What follows belongs to an exercise in optimizing a design on an open flow for small area, a short achievable clock period and few clock cycles per item; a production flow would make more cautious choices. Function was checked by simulation only, so behaviour that the tests miss may differ from the original.

==> flow/design.v <==
`default_nettype none
package ufph_pkg;
	localparam int INDEX_W     = 8;
	localparam int KIND_W      = 2;
	localparam int DEF_ENTRIES = 256;
	localparam int LUT_DEPTH   = 1 << INDEX_W;
	localparam logic [KIND_W-1:0] KIND_FIND   = 2'd0;
	localparam logic [KIND_W-1:0] KIND_UNITE  = 2'd1;
	localparam logic [KIND_W-1:0] KIND_CLEAR  = 2'd2;
	typedef struct packed {
		logic [KIND_W-1:0]  kind;
		logic [INDEX_W-1:0] first_index;
		logic [INDEX_W-1:0] second_index;
	} req_t;
	typedef struct packed {
		logic [INDEX_W-1:0] root;
		logic               joined;
	} rsp_t;
endpackage
`default_nettype wire
`default_nettype none
module union_find_path_halving #(
	parameter int ENTRIES = ufph_pkg::DEF_ENTRIES
) (
	input  wire logic            clk,
	input  wire logic            arst_n,
	input  wire logic            req_valid,
	output logic                 req_ready,
	input  wire ufph_pkg::req_t  req_data,
	output logic                 rsp_valid,
	input  wire logic            rsp_ready,
	output ufph_pkg::rsp_t       rsp_data
);
	localparam int DEPTH = (ENTRIES < ufph_pkg::LUT_DEPTH) ? ENTRIES : ufph_pkg::LUT_DEPTH;
	localparam int AW    = $clog2(DEPTH);
	localparam logic [1:0] ST_IDLE = 2'd0;  
	localparam logic [1:0] ST_NODE = 2'd1;  
	localparam logic [1:0] ST_GRAND = 2'd2;  
	localparam logic [1:0] ST_DONE = 2'd3;  
	logic [1:0]                  state_q;
	logic [ufph_pkg::KIND_W-1:0] kind_q;
	logic                        second_q;   
	logic [AW-1:0]               x_q;        
	logic [AW-1:0]               b_q;        
	logic [AW-1:0]               ra_q;       
	ufph_pkg::rsp_t              res_q;
	ufph_pkg::rsp_t              rsp_q;
	logic                        rsp_valid_q;
	logic [AW-1:0]    mem [DEPTH];
	logic [DEPTH-1:0] vld_q;
	logic [AW-1:0]    rd_data_s1;
	logic [AW-1:0]    rd_addr_s1;
	logic             rd_vld_s1;
	logic          rd_en;
	logic [AW-1:0] rd_addr;
	logic          wr_en;
	logic [AW-1:0] wr_addr;
	logic [AW-1:0] wr_data;
	logic [AW-1:0] node;
	logic          accept;
	logic          is_walk;
	logic          clear_all;
	logic [AW-1:0] wrap_lut [ufph_pkg::LUT_DEPTH];
	for (genvar g = 0; g < ufph_pkg::LUT_DEPTH; g++) begin : g_wrap
		localparam int WRAPPED = g % ENTRIES;
		assign wrap_lut[g] = AW'(WRAPPED);
	end
	assign req_ready = (state_q == ST_IDLE);
	assign accept    = req_valid && req_ready;
	assign is_walk   = (req_data.kind == ufph_pkg::KIND_FIND) ||
		(req_data.kind == ufph_pkg::KIND_UNITE);
	assign clear_all = accept && (req_data.kind == ufph_pkg::KIND_CLEAR);
	assign node      = rd_vld_s1 ? rd_data_s1 : rd_addr_s1;
	always_comb begin
		rd_en   = 1'b0;
		rd_addr = x_q;
		wr_en   = 1'b0;
		wr_addr = x_q;
		wr_data = node;
		case (state_q)
			ST_IDLE: begin
				rd_en   = accept && is_walk;
				rd_addr = wrap_lut[req_data.first_index];
			end
			ST_NODE: begin
				if (node != x_q) begin
					rd_en   = 1'b1;
					rd_addr = node;
				end else if (kind_q == ufph_pkg::KIND_UNITE && !second_q) begin
					rd_en   = 1'b1;
					rd_addr = b_q;
				end else if (kind_q == ufph_pkg::KIND_UNITE && ra_q != x_q) begin
					wr_en   = 1'b1;
					wr_addr = ra_q;
					wr_data = x_q;
				end
			end
			ST_GRAND: begin
				wr_en   = 1'b1;
				rd_en   = 1'b1;
				rd_addr = node;
			end
			default: begin
			end
		endcase
	end
	always_ff @(posedge clk) begin
		if (wr_en) begin
			mem[wr_addr] <= wr_data;
		end
		if (rd_en) begin
			rd_data_s1 <= mem[rd_addr];
			rd_addr_s1 <= rd_addr;
			rd_vld_s1  <= vld_q[rd_addr];
		end
	end
	always_ff @(posedge clk or negedge arst_n) begin
		if (!arst_n) begin
			vld_q <= '0;
		end else if (clear_all) begin
			vld_q <= '0;
		end else if (wr_en) begin
			vld_q[wr_addr] <= 1'b1;
		end
	end
	always_ff @(posedge clk or negedge arst_n) begin
		if (!arst_n) begin
			state_q  <= ST_IDLE;
			second_q <= 1'b0;
		end else begin
			case (state_q)
				ST_IDLE: begin
					if (accept) begin
						second_q <= 1'b0;
						state_q  <= is_walk ? ST_NODE : ST_DONE;
					end
				end
				ST_NODE: begin
					if (node != x_q) begin
						state_q <= ST_GRAND;
					end else if (kind_q == ufph_pkg::KIND_UNITE && !second_q) begin
						second_q <= 1'b1;
					end else begin
						state_q <= ST_DONE;
					end
				end
				ST_GRAND: begin
					state_q <= ST_NODE;
				end
				ST_DONE: begin
					if (!rsp_valid_q || rsp_ready) begin
						state_q <= ST_IDLE;
					end
				end
				default: begin
					state_q <= ST_IDLE;
				end
			endcase
		end
	end
	always_ff @(posedge clk) begin
		case (state_q)
			ST_IDLE: begin
				if (accept) begin
					kind_q <= req_data.kind;
					x_q    <= wrap_lut[req_data.first_index];
					b_q    <= wrap_lut[req_data.second_index];
					res_q  <= '0;
				end
			end
			ST_NODE: begin
				if (node == x_q) begin
					if (kind_q == ufph_pkg::KIND_UNITE && !second_q) begin
						ra_q <= x_q;
						x_q  <= b_q;
					end else if (kind_q == ufph_pkg::KIND_UNITE) begin
						res_q.root   <= ufph_pkg::INDEX_W'(ra_q);
						res_q.joined <= (ra_q != x_q);
					end else begin
						res_q.root   <= ufph_pkg::INDEX_W'(x_q);
						res_q.joined <= 1'b0;
					end
				end
			end
			ST_GRAND: begin
				x_q <= node;
			end
			default: begin
			end
		endcase
	end
	always_ff @(posedge clk or negedge arst_n) begin
		if (!arst_n) begin
			rsp_valid_q <= 1'b0;
		end else if (state_q == ST_DONE && (!rsp_valid_q || rsp_ready)) begin
			rsp_valid_q <= 1'b1;
		end else if (rsp_ready) begin
			rsp_valid_q <= 1'b0;
		end
	end
	always_ff @(posedge clk) begin
		if (state_q == ST_DONE && (!rsp_valid_q || rsp_ready)) begin
			rsp_q <= res_q;
		end
	end
	assign rsp_valid = rsp_valid_q;
	assign rsp_data  = rsp_q;
endmodule
`default_nettype wire
==> flow/run.sh <==
#!/bin/bash
# synth_recipe.tcl (not shown) runs the flow's synth.tcl, then flattens the netlist and writes it again
# the make line also repeats each setting of config.mk as NAME=value (left out here)
make -C /OpenROAD-flow-scripts/flow DESIGN_CONFIG=/design/flow/config.mk WORK_HOME=/design/flow/orfs CLKGATE_MAP_FILE= SYNTH_SCRIPT=/design/flow/synth_recipe.tcl finish
==> flow/config.mk <==
export PLATFORM = sky130hd
export DESIGN_NAME = union_find_path_halving
export DESIGN_NICKNAME = union_find_path_halving
export VERILOG_FILES = /design/flow/design.v
export SDC_FILE = /design/flow/constraint.sdc
export NUM_CORES = 4
export LEC_CHECK = 0
export CAP_MARGIN = 20
export CORE_MARGIN = 2
export CORE_UTILIZATION = 40
export SLEW_MARGIN = 20
==> flow/constraint.sdc <==
create_clock -name core_clock -period 8.0 [get_ports {clk}]
set_input_delay 1.6000 -clock core_clock [delete_from_list [all_inputs] [get_ports {clk}]]
set_output_delay 1.6000 -clock core_clock [all_outputs]
set_load 0.01 [all_outputs]
==> summary.md <==
| Metric | Value |
|---|---|
| Max transition margin | `0.219` |
| Worst Skew | `82.6 ps` |
| Tcrit/Tclk final | `0.925` |
| Vias/cell | `around 6` |
| Critical Path End | `rd_data_s1[4]` |
| Post-synth EDFFs | `2109` |
| Ranking of synthesized cells by area | `edfxtp_1 (65%), dfrtp_1 (6.7%), nand2_1 (5.1%)` |
| Yosys reg bits | `2369` |
| Critical path endpoint category | `flip-flop` |
| Largest family of logic cells by synthesized area | `simple AND/OR/NAND/NOR gates` |
| Total Wirelength | `306000 um` |
| Register area share after synthesis | `0.718` |
| Proportion of layout cells with a drive suffix above 1 | `0.0949` |
| DR vias | `64700` |
| Clock buffer depth | `3` |
| Ys flop type | `edfxtp_1` |
| Number of port buffers | `32` |
| Syn nets | `7418` |
| Hpwl dp | `183000 um` |
| Post-Synth Adder-Cell Area | `0.00103` |
| Max-slew violation count | `0` |
| CP peak stage delay | `between 800 and 900 ps` |
| Slew @ Worst Pin | `1170 ps` |
| Worst-Skew Late Latency | `910 ps` |
| Synth Area in XOR/XNOR | `0.00231` |
| Unrepaired setup endpoints after global routing | `false` |
| Worst Setup SP | `rd_vld_s1` |
| Global-route wire length before repair | `approximately 440000 um` |
| Slowest CP cell | `edfxtp_1` |
| MaxCap Viol Count | `0` |
| Cell taking the most area after synthesis | `edfxtp_1` |
| Nets | `7386` |
| Simple logic cell fraction of the synthesized area | `0.115` |
| Worst Setup Start Kind | `flip-flop` |
| All-Layer GR Usage | `0.242` |
| Most frequent cells after synthesis | `edfxtp_1 (2109), nand2_1 (1326), nor2_1 (614), a21oi_1 (564), nand3_1 (413)` |
| CP Max Fanout | `123` |
| DRT iter0 DRCs | `9387` |
| Largest net degree at the start of global routing | `200` |
| Drt first pass iters | `6` |
| WP data required | `8680 ps` |
| Ys async rst share | `0.110` |
| Post-CTS Setup Bufs | `0` |
| Starting density of the core | `0.401` |
| Area Overhead vs Synth | `12.2%` |
| Critical R2R Launch | `rd_vld_s1` |
| Library cells used by synthesis | `95` |
| Residual DRC | `0` |
| CTS clk-pin slew, worst paths | `60 ps` |
| Outcome | `no timing/DRC/antenna violations` |
| Mapped Cells | `between 7000 and 8000` |
| Worst hold-check path type | `flip-flop to flip-flop` |
| Setup violators final | `0` |
| DIE WIDTH | `497 um` |
| Setup TNS | `0 ps` |
| Clk sink count | `2369` |
| Post-synthesis area per instance | `13.2 sq um` |
| Synthesized area | `97300 sq um` |
| IO Count | `33` |
| CORE AREA | `243000 sq um` |
| CTS tree | `done` |
| Antenna violations before repair | `15` |
| Vias in the first global route | `61800` |
| Row count | `181` |
| Top-count cell post-synth | `edfxtp_1` |
| TritonCTS buffer count | `236` |
| Post-cts sizing count | `0` |
| CP arrival | `~8100 ps` |
| Post-DRT Antenna Nets | `0` |
| Synth warn | `2` |
| DP Area | `102000 sq um` |
| Worst Hold Depth | `0` |
| Top-area cell type share of the netlist area | `0.651` |
| CP cell instances | `mux2_8, xor2_1, nor4_4, and3_4, o21ai_4, inv_8, buf_12, nand2_1, a32oi_1, nand4_1, a22oi_1, o2111ai_1, a2111oi_0` |
| FF-to-FF setup slack | `about 600 ps` |
| Gr ovfl total | `0` |
| WS Path Type | `flip-flop to flip-flop` |
| # fillers | `21400` |
| DIE HEIGHT | `between 400 and 500 um` |
| WL per Instance | `28.5 um` |
| GPL Wtd Cong | `between 0.8 and 0.9` |
| Mux contribution to synthesized area | `0.0390` |
| Fin crit period | `about 7400 ps` |
| FF-to-FF End | `rd_data_s1[4]` |
| Die ar. | `247000 sq um` |
| R2R cell count | `13` |
| Hold-fix buffers at CTS | `0` |
| H-tree levels | `4` |
| Min-Delay Startpoint | `res_q[3]` |
| Final hold vios | `0` |
| Post-synthesis compound-gate area fraction | `0.0985` |
| Root Driver | `clkbuf_16` |
| Layout Cell Area excl Fill | `109000 sq um` |
| Highest clock rate | `0.135 GHz` |
-- state kept, by name, summed over array words and instances (netlist names) --
signal and count:
mem 2048, vld_q 256, res_q 9, rsp_q 9, b_q 8, ra_q 8
rd_addr_s1 8, rd_data_s1 8, x_q 8, kind_q 2, state_q 2, rd_vld_s1 1
rsp_valid_q 1, second_q 1
-- worst max-delay path, delay by kind of cell (launching register included) --
family          cells  cell delay (ps)
xor+xnor            1              310
buf+inv             2             1130
flops               1              870
mux                 1              860
simple gates        4             1520
compound gates      5             2300
-- layer usage --
metal  global-route usage  share of wire  wire, um  vias up
met1                0.344           0.40    124000    32800
met3               0.0451           0.10     31800      652
met5                    0       0.000085        26        -
li1                     -              -         -    27700
met2                0.364           0.45    137000     3666
met4                0.100          0.045     13800        4
-- area by class of cell --
type	count	area, sq um	area share
Sequential cell	2369	69800	0.640
Multi-Input combinational cell	4439	25300	0.232
Clock buffer	291	6180	0.0566
Tap cell	3202	4010	0.0367
Timing Repair Buffer	268	2390	0.0219
Clock inverter	144	1260	0.0115
Inverter	42	210	0.00192
Antenna cell	2	5.00	0.0000458
-- placed cells by master (no fill, tap or decap), types with 18 or more instances in the layout --
master and count:
nor2_1 605, o211a_1 49, a311oi_1 37, clkdlybuf4s50_1 31, o211ai_1 97, clkinv_2 47, a32oi_1 90, nor4_1 18
nand3_1 396, a22oi_1 75, o22ai_1 78, nor3_1 25, nand2_1 1326, a211oi_1 111, a21oi_1 564, a31oi_1 46
nand2b_1 19, clkbuf_16 237, dfrtp_1 260, and3_1 37, buf_12 21, buf_4 213, mux2i_1 346, a31o_2 19
xnor2_1 20, nand4_1 52, edfxtp_1 2109, inv_1 28, a221oi_1 34, clkinv_1 58, o21ai_0 39, clkbuf_1 49
-- how the worst min path moves through the flow --
stage / end / slack, ps
after floorplan: rsp_q[0] / 400
after global placement: rsp_q[7] / 400
after detailed placement: rsp_q[1] / 400
after CTS: rsp_q[1] / 420
after global routing: rsp_q[3] / 430
final: rsp_q[3] / 420
-- stage by stage --
stage | util | setup WS (ps) | instances | hold WS [ps]
2_1_floorplan | - | 1220 | 7388 | 400
3_3_place_gp | 0.419 | 861 | 10300 | 405
3_5_place_dp | 0.419 | 768 | 10300 | 405
4_1_cts | 0.450 | 704 | 10800 | 422
5_1_grt | 0.450 | 260 | 10800 | 426
6_report | 0.450 | 602 | 10800 | 422
-- cells by family (layout without fill, tap and decap cells) --
family | count (synthesis) | in the layout
muxes | 371 | 371
adders and majority gates | 8 | 8
buffers and inverters | 580 | 745
DFF | 2369 | 2369
other | 0 | 2
xor gates and xnor gates | 24 | 24
AOI/OAI and AO/OA | 1418 | 1418
and+or+nand+nor | 2618 | 2618
Testbench counts, summed over its fixed seeds: cycles 80,505, items 14,400.

## static timing again, ports no longer ideal
How much do the figures lean on ideal ports? The routed layout below was timed once more, with nothing changed but the port constraints.
Step 1 (the two cells are an assumption about what drives the block):
set clk [get_ports {clk}]
set_driving_cell -lib_cell sky130_fd_sc_hd__clkbuf_16 $clk
set_driving_cell -lib_cell sky130_fd_sc_hd__buf_2 [delete_from_list [all_inputs] $clk]
Step 2 times the ports against the registers' clock, not the clock port: input delays grow and output delays shrink by t, the midpoint of the rising clock arrivals with the driver on.
Three values: ideal ports, drivers, drivers and shift; two values: the first two.
t (ns): 0.961
setup slack, ns: 0.602 / 0.602 / 0.602
worst hold slack (ns): 0.422 / 0.422 / 0.422
latest minus earliest clock arrival (ns): 0.084 / 0.083
worst register clock-pin slew, ns: 0.07 / 0.07
After both steps this run still meets setup and hold. For this run, drivers alone change the setup slack by 0.000 ns; drivers and shift together by 0.000 ns.
